This is an optimization exercise on Yosys and OpenROAD, whose aim is small area, a short achievable clock period and few clock cycles, not a production implementation.
At most, simulation tests tie the RTL to the original design; equivalence was not proved.
Power is estimated from default activity; no workload was simulated.

==> module karatsubaSeq, before the edit <==
module karatsubaSeq(
    input  logic clk,
    input  logic rst,
    input  logic startReq,                    
    input  gfMulPkg::operandT opB,
    input  logic [7:0] wrB,                   
    input  gfMulPkg::wbDataT wbDatW,
    output logic lastStep,                    
    output gfMulPkg::digitsT stepDigits,      
    input  gfMulPkg::termT stepTerm,          
    output gfMulPkg::productT stepOut
);
    localparam int DIG = gfMulPkg::DIG;
    localparam int STEPS = gfMulPkg::STEPS;
    logic run;                     
    logic [STEPS-3:0] pos;         
    logic selTop;
    gfMulPkg::digitsT digReg;      
    gfMulPkg::digitsT digEarly;
    gfMulPkg::digitsT digSecond;
    gfMulPkg::digitsT digNext;
    logic [gfMulPkg::PARTS-1:0] wrTop;
    gfMulPkg::digitsT datTop;
    gfMulPkg::productT acc;
    function automatic gfMulPkg::digitsT digitsAt(input gfMulPkg::operandT b, input int i);
        gfMulPkg::digitsT r;
        for (int p = 0; p < gfMulPkg::PARTS; p++) begin
            r[p*DIG +: DIG] = b[p*gfMulPkg::PART_W + i*DIG +: DIG];
        end
        digitsAt = r;
    endfunction
    assign selTop = ~run | lastStep;
    always_comb begin
        digEarly = digitsAt(opB, STEPS - 1) & {gfMulPkg::PARTS*DIG{selTop}};
        for (int k = 0; k < STEPS - 2; k++) begin
            digEarly = digEarly | (digitsAt(opB, k) & {gfMulPkg::PARTS*DIG{pos[k]}});
        end
        for (int p = 0; p < gfMulPkg::PARTS; p++) begin
            wrTop[p] = wrB[((p + 1) * gfMulPkg::PART_W - 1) / 32];
            datTop[p*DIG +: DIG] = wbDatW[((p + 1) * gfMulPkg::PART_W - DIG) % 32 +: DIG];
        end
    end
    assign digSecond = digitsAt(opB, STEPS - 2);
    digLate late0 (
        .rst      (rst),
        .startReq (startReq),
        .second   (digSecond),
        .early    (digEarly),
        .wrTop    (wrTop),
        .datTop   (datTop),
        .digNext  (digNext)
    );
    assign stepDigits = digReg;
    assign stepOut = ((acc & {gfMulPkg::PROD_W{run}}) << DIG) ^ gfMulPkg::productT'(stepTerm);
    always_ff @(posedge clk) begin
        if (rst) begin
            run <= 1'b0;
            lastStep <= 1'b0;
            pos <= '0;
        end else begin
            if (run) begin
                pos <= pos >> 1;
            end else begin
                pos <= {startReq, (STEPS-3)'(0)};
            end
            if (!run) begin
                run <= startReq;
            end else if (lastStep) begin
                run <= 1'b0;
            end
            lastStep <= run && pos[0];
        end
    end
    always_ff @(posedge clk) begin
        digReg <= digNext;
        acc <= stepOut;
    end
endmodule
==> module wbRegBank, before the edit <==
module wbRegBank(
    input  logic clk,
    input  logic rst,
    input  logic wbCyc,
    input  logic wbStb,
    input  logic wbWe,
    input  gfMulPkg::wbAdrT wbAdr,
    input  gfMulPkg::wbDataT wbDatW,
    output gfMulPkg::wbDataT wbDatR,
    output logic wbAck,
    output logic irq,
    output logic startReq,
    output logic [7:0] wrB,           
    output gfMulPkg::operandT opA,
    output gfMulPkg::operandT opB,
    input  logic lastStep,
    input  gfMulPkg::productT stepOut
);
    localparam int DW = 32;
    logic newReq;
    logic busyF;         
    logic doneF;
    logic fin1;          
    logic prodValid;     
    logic [7:0] wrA;
    logic [7:0] ldA;
    logic [7:0] ldB;
    gfMulPkg::wbDataT ldDat;
    logic [7:0] selA;
    logic [7:0] selB;
    logic [15:0] selP;
    logic selStat;
    gfMulPkg::productT prodReg;
    gfMulPkg::wbDataT rdData;
    gfMulPkg::wbDataT rdNext;
    wbDecode dec0 (
        .rst       (rst),
        .wbDatW    (wbDatW),
        .wbCyc     (wbCyc),
        .wbStb     (wbStb),
        .wbWe      (wbWe),
        .wbAdr     (wbAdr),
        .wbAck     (wbAck),
        .busyF     (busyF),
        .prodValid (prodValid),
        .newReq    (newReq),
        .startReq  (startReq),
        .wrA       (wrA),
        .wrB       (wrB),
        .ldA       (ldA),
        .ldB       (ldB),
        .ldDat     (ldDat),
        .selA      (selA),
        .selB      (selB),
        .selP      (selP),
        .selStat   (selStat)
    );
    always_ff @(posedge clk) begin
        if (rst) begin
            wbAck <= 1'b0;
            irq <= 1'b0;
            busyF <= 1'b0;
            doneF <= 1'b0;
            fin1 <= 1'b0;
            prodValid <= 1'b0;
        end else begin
            wbAck <= newReq;
            fin1 <= lastStep;
            irq <= fin1;
            if (startReq) begin
                busyF <= 1'b1;
                doneF <= 1'b0;
            end else if (fin1) begin
                busyF <= 1'b0;
                doneF <= 1'b1;
            end
            if (lastStep) begin
                prodValid <= 1'b1;
            end
        end
    end
    always_ff @(posedge clk) begin
        for (int i = 0; i < 8; i++) begin
            if (ldA[i]) begin
                opA[i*DW +: DW] <= ldDat;
            end
            if (ldB[i]) begin
                opB[i*DW +: DW] <= ldDat;
            end
        end
    end
    always_ff @(posedge clk) begin
        if (lastStep) begin
            prodReg <= stepOut;
        end
    end
    rdSelect rd0 (
        .selA    (selA),
        .selB    (selB),
        .selP    (selP),
        .selStat (selStat),
        .opA     (opA),
        .opB     (opB),
        .prodReg (prodReg),
        .status  ({doneF | fin1, busyF & ~fin1}),
        .rd      (rdNext)
    );
    always_ff @(posedge clk) begin
        rdData <= rdNext;
    end
    assign wbDatR = rdData;
endmodule
==> module gfMulTop, before the edit <==
module gfMulTop(
    input  logic clk,
    input  logic rst,
    input  logic wbCyc,
    input  logic wbStb,
    input  logic wbWe,
    input  gfMulPkg::wbAdrT wbAdr,
    input  gfMulPkg::wbDataT wbDatW,
    output gfMulPkg::wbDataT wbDatR,
    output logic wbAck,
    output logic irq
);
    logic startReq;
    logic lastStep;
    gfMulPkg::operandT opA;
    gfMulPkg::operandT opB;
    logic [7:0] wrB;
    gfMulPkg::digitsT stepDigits;
    gfMulPkg::termT stepTerm;
    gfMulPkg::productT stepOut;
    wbRegBank regBank0 (
        .clk      (clk),
        .rst      (rst),
        .wbCyc    (wbCyc),
        .wbStb    (wbStb),
        .wbWe     (wbWe),
        .wbAdr    (wbAdr),
        .wbDatW   (wbDatW),
        .wbDatR   (wbDatR),
        .wbAck    (wbAck),
        .irq      (irq),
        .startReq (startReq),
        .opA      (opA),
        .opB      (opB),
        .wrB      (wrB),
        .lastStep (lastStep),
        .stepOut  (stepOut)
    );
    karatsubaSeq seq0 (
        .clk        (clk),
        .rst        (rst),
        .startReq   (startReq),
        .opB        (opB),
        .wrB        (wrB),
        .wbDatW     (wbDatW),
        .lastStep   (lastStep),
        .stepDigits (stepDigits),
        .stepTerm   (stepTerm),
        .stepOut    (stepOut)
    );
    clMulCore core0 (
        .a (opA),
        .d (stepDigits),
        .t (stepTerm)
    );
endmodule
Settings: LEC_CHECK=0, CAP_MARGIN=20, CORE_MARGIN=2, CORE_UTILIZATION=40, CTS_CLUSTER_DIAMETER=100, CTS_CLUSTER_SIZE=22, SETUP_SLACK_MARGIN=3.8, SLEW_MARGIN=20, SYNTH_HIERARCHICAL=1; clock period 6.5 ns.
standard.sh (not shown) runs the stock make flow with config.mk's settings and CLKGATE_MAP_FILE= SYNTH_SCRIPT=/design/flow/synth_recipe.tcl, a recipe that flattens the netlist after the stock synthesis.
==> flow/flow/run.sh <==
#!/bin/bash
# The standard layout, with plain buffers (instead of the delay cells the
# default picks) on the ports.
set -euo pipefail
export BUFFER_PORTS_ARGS="-buffer_cell sky130_fd_sc_hd__buf_4"
bash standard.sh > standard.log 2>&1
==> next run, changes <==
--- a/flow/design.v
+++ b/flow/design.v
@@ -112,11 +112,11 @@
     input  logic [7:0] wrB,                   
     input  gfMulPkg::wbDataT wbDatW,
     output logic lastStep,                    
     output gfMulPkg::digitsT stepDigits,      
     input  gfMulPkg::termT stepTerm,          
-    output gfMulPkg::productT stepOut
+    output gfMulPkg::productT acc             
 );
     localparam int DIG = gfMulPkg::DIG;
     localparam int STEPS = gfMulPkg::STEPS;
     logic run;                     
     logic [STEPS-3:0] pos;         
@@ -125,11 +125,11 @@
     gfMulPkg::digitsT digEarly;
     gfMulPkg::digitsT digSecond;
     gfMulPkg::digitsT digNext;
     logic [gfMulPkg::PARTS-1:0] wrTop;
     gfMulPkg::digitsT datTop;
-    gfMulPkg::productT acc;
+    gfMulPkg::productT stepOut;
     function automatic gfMulPkg::digitsT digitsAt(input gfMulPkg::operandT b, input int i);
         gfMulPkg::digitsT r;
         for (int p = 0; p < gfMulPkg::PARTS; p++) begin
             r[p*DIG +: DIG] = b[p*gfMulPkg::PART_W + i*DIG +: DIG];
         end
@@ -264,17 +264,18 @@
     output logic startReq,
     output logic [7:0] wrB,           
     output gfMulPkg::operandT opA,
     output gfMulPkg::operandT opB,
     input  logic lastStep,
-    input  gfMulPkg::productT stepOut
+    input  gfMulPkg::productT acc             
 );
     localparam int DW = 32;
     logic newReq;
     logic busyF;         
     logic doneF;
     logic fin1;          
+    logic fin2;          
     logic prodValid;     
     logic [7:0] wrA;
     logic [7:0] ldA;
     logic [7:0] ldB;
     gfMulPkg::wbDataT ldDat;
@@ -312,23 +313,25 @@
             wbAck <= 1'b0;
             irq <= 1'b0;
             busyF <= 1'b0;
             doneF <= 1'b0;
             fin1 <= 1'b0;
+            fin2 <= 1'b0;
             prodValid <= 1'b0;
         end else begin
             wbAck <= newReq;
             fin1 <= lastStep;
-            irq <= fin1;
+            fin2 <= fin1;
+            irq <= fin2;
             if (startReq) begin
                 busyF <= 1'b1;
                 doneF <= 1'b0;
-            end else if (fin1) begin
+            end else if (fin2) begin
                 busyF <= 1'b0;
                 doneF <= 1'b1;
             end
-            if (lastStep) begin
+            if (fin1) begin
                 prodValid <= 1'b1;
             end
         end
     end
     always_ff @(posedge clk) begin
@@ -340,23 +343,23 @@
                 opB[i*DW +: DW] <= ldDat;
             end
         end
     end
     always_ff @(posedge clk) begin
-        if (lastStep) begin
-            prodReg <= stepOut;
+        if (fin1) begin
+            prodReg <= acc;
         end
     end
     rdSelect rd0 (
         .selA    (selA),
         .selB    (selB),
         .selP    (selP),
         .selStat (selStat),
         .opA     (opA),
         .opB     (opB),
         .prodReg (prodReg),
-        .status  ({doneF | fin1, busyF & ~fin1}),
+        .status  ({doneF | fin2, busyF & ~fin2}),
         .rd      (rdNext)
     );
     always_ff @(posedge clk) begin
         rdData <= rdNext;
     end
@@ -380,11 +383,11 @@
     gfMulPkg::operandT opA;
     gfMulPkg::operandT opB;
     logic [7:0] wrB;
     gfMulPkg::digitsT stepDigits;
     gfMulPkg::termT stepTerm;
-    gfMulPkg::productT stepOut;
+    gfMulPkg::productT acc;
     wbRegBank regBank0 (
         .clk      (clk),
         .rst      (rst),
         .wbCyc    (wbCyc),
         .wbStb    (wbStb),
@@ -397,11 +400,11 @@
         .startReq (startReq),
         .opA      (opA),
         .opB      (opB),
         .wrB      (wrB),
         .lastStep (lastStep),
-        .stepOut  (stepOut)
+        .acc      (acc)
     );
     karatsubaSeq seq0 (
         .clk        (clk),
         .rst        (rst),
         .startReq   (startReq),
@@ -409,11 +412,11 @@
         .wrB        (wrB),
         .wbDatW     (wbDatW),
         .lastStep   (lastStep),
         .stepDigits (stepDigits),
         .stepTerm   (stepTerm),
-        .stepOut    (stepOut)
+        .acc        (acc)
     );
     clMulCore core0 (
         .a (opA),
         .d (stepDigits),
         .t (stepTerm)
After rerunning:
- The changed run passed the timing, DRC and antenna checks
- total power goes down by 5.8%
- core utilization goes down by 1.5 points
- worst hold slack degrades by 0.052 ns
- register-to-register slack improves by 0.05 ns
- maximum frequency goes up by 1.7%
Testbench counts after the change, summed over its fixed seeds: cycles 9,408.
For the first run of this note, only the layout was checked, not whether the RTL still works.

Setup of delta:
gfMulTop again, from the RTL that the note above started with.
==> flow/config.mk <==
export PLATFORM = sky130hd
export DESIGN_NAME = gfMulTop
export DESIGN_NICKNAME = gfMulTop
export VERILOG_FILES = /design/flow/design.v
export SDC_FILE = /design/flow/constraint.sdc
export NUM_CORES = 4
export LEC_CHECK = 0
export CAP_MARGIN = 20
export CORE_MARGIN = 2
export CORE_UTILIZATION = 40
export CTS_CLUSTER_DIAMETER = 100
export CTS_CLUSTER_SIZE = 22
export SETUP_SLACK_MARGIN = 3.5
export SLEW_MARGIN = 20
export SYNTH_HIERARCHICAL = 1
==> flow/constraint.sdc <==
create_clock -name core_clock -period 6.5 [get_ports {clk}]
set_input_delay 1.3000 -clock core_clock [delete_from_list [all_inputs] [get_ports {clk}]]
set_output_delay 1.3000 -clock core_clock [all_outputs]
set_load 0.01 [all_outputs]
Scripts as last shown in full above: flow/flow/run.sh
## Diff of input files: indigo against delta
--- a/flow/design.v
+++ b/flow/design.v
@@ -113,9 +113,9 @@
     input  gfMulPkg::wbDataT wbDatW,
     output logic lastStep,                    
     output gfMulPkg::digitsT stepDigits,      
     input  gfMulPkg::termT stepTerm,          
-    output gfMulPkg::productT stepOut
+    output gfMulPkg::productT acc             
 );
     localparam int DIG = gfMulPkg::DIG;
     localparam int STEPS = gfMulPkg::STEPS;
     logic run;                     
@@ -126,9 +126,9 @@
     gfMulPkg::digitsT digSecond;
     gfMulPkg::digitsT digNext;
     logic [gfMulPkg::PARTS-1:0] wrTop;
     gfMulPkg::digitsT datTop;
-    gfMulPkg::productT acc;
+    gfMulPkg::productT stepOut;
     function automatic gfMulPkg::digitsT digitsAt(input gfMulPkg::operandT b, input int i);
         gfMulPkg::digitsT r;
         for (int p = 0; p < gfMulPkg::PARTS; p++) begin
             r[p*DIG +: DIG] = b[p*gfMulPkg::PART_W + i*DIG +: DIG];
@@ -265,15 +265,16 @@
     output logic [7:0] wrB,           
     output gfMulPkg::operandT opA,
     output gfMulPkg::operandT opB,
     input  logic lastStep,
-    input  gfMulPkg::productT stepOut
+    input  gfMulPkg::productT acc             
 );
     localparam int DW = 32;
     logic newReq;
     logic busyF;         
     logic doneF;
     logic fin1;          
+    logic fin2;          
     logic prodValid;     
     logic [7:0] wrA;
     logic [7:0] ldA;
     logic [7:0] ldB;
@@ -313,21 +314,23 @@
             irq <= 1'b0;
             busyF <= 1'b0;
             doneF <= 1'b0;
             fin1 <= 1'b0;
+            fin2 <= 1'b0;
             prodValid <= 1'b0;
         end else begin
             wbAck <= newReq;
             fin1 <= lastStep;
-            irq <= fin1;
+            fin2 <= fin1;
+            irq <= fin2;
             if (startReq) begin
                 busyF <= 1'b1;
                 doneF <= 1'b0;
-            end else if (fin1) begin
+            end else if (fin2) begin
                 busyF <= 1'b0;
                 doneF <= 1'b1;
             end
-            if (lastStep) begin
+            if (fin1) begin
                 prodValid <= 1'b1;
             end
         end
     end
@@ -341,10 +344,10 @@
             end
         end
     end
     always_ff @(posedge clk) begin
-        if (lastStep) begin
-            prodReg <= stepOut;
+        if (fin1) begin
+            prodReg <= acc;
         end
     end
     rdSelect rd0 (
         .selA    (selA),
@@ -353,9 +356,9 @@
         .selStat (selStat),
         .opA     (opA),
         .opB     (opB),
         .prodReg (prodReg),
-        .status  ({doneF | fin1, busyF & ~fin1}),
+        .status  ({doneF | fin2, busyF & ~fin2}),
         .rd      (rdNext)
     );
     always_ff @(posedge clk) begin
         rdData <= rdNext;
@@ -381,9 +384,9 @@
     gfMulPkg::operandT opB;
     logic [7:0] wrB;
     gfMulPkg::digitsT stepDigits;
     gfMulPkg::termT stepTerm;
-    gfMulPkg::productT stepOut;
+    gfMulPkg::productT acc;
     wbRegBank regBank0 (
         .clk      (clk),
         .rst      (rst),
         .wbCyc    (wbCyc),
@@ -398,9 +401,9 @@
         .opA      (opA),
         .opB      (opB),
         .wrB      (wrB),
         .lastStep (lastStep),
-        .stepOut  (stepOut)
+        .acc      (acc)
     );
     karatsubaSeq seq0 (
         .clk        (clk),
         .rst        (rst),
@@ -410,9 +413,9 @@
         .wbDatW     (wbDatW),
         .lastStep   (lastStep),
         .stepDigits (stepDigits),
         .stepTerm   (stepTerm),
-        .stepOut    (stepOut)
+        .acc        (acc)
     );
     clMulCore core0 (
         .a (opA),
         .d (stepDigits),
Findings:
- Between delta and indigo, the total standard cell area after synthesis does not differ in any meaningful way.
- The combinational power share in indigo sits 5.9 points below the value recorded for delta.
- Higher wire length of the first global-routing pass goes to delta over indigo.
- | mean routed wirelength per cell | indigo vs delta | 2.0 um lower |
- indigo against delta: clock-buffer cell count now sits higher; synthesized netlist net count now sits at about the same level; growth of design area from synthesis to finish now sits lower.
- indigo reports its timing startpoint of the critical path as wbAdr[2] while delta reports regBank0.opA[166].
- indigo ended with less count of buffers not belonging to the clock network in the layout than delta.
- indigo ends up with a buffer share of cell area that is 0.62 points lower than in delta.
Testbench counts of indigo, summed over its fixed seeds: cycles 9,408.
The RTL of delta was laid out without a check of its function.

afterwards: timing with drivers on the ports:
Ports are ideal in the flow. The routed layouts listed here were re-timed in OpenROAD.
Step 1 sets driving cells, clkbuf_16 on the clock port and buf_2 on the other inputs (assumed; they add their load-dependent delay and slew).
Step 2 moves the port delays by t, midway between the first and last clock arrival at a register: inputs arrive t later, outputs are due t later. That takes back most of the time a late clock gives input paths.
Slacks: ideal / step 1 / step 2; pairs: ideal / step 1.
| run | shift t [ns] | setup WS [ns] | worst data-port slew with drivers (ns) | pins driven straight from the clock port |
|---|---|---|---|---|
| the first run of note 1 | 0.841 | 3.634 / 3.634 / 2.932 | 0.05 | 1 |
| the second run of note 1 | 0.836 | 3.683 / 3.683 / 2.933 | 0.09 | 1 |
| delta | 0.843 | 3.337 / 3.337 / 2.663 | 0.07 | 1 |
| indigo | 0.827 | 3.462 / 3.341 / 2.514 | 0.23 | 1 |
After both steps every run listed still meets setup and hold. For indigo, which loses most, drivers alone change the setup slack by -0.121 ns; drivers and shift together by -0.948 ns.
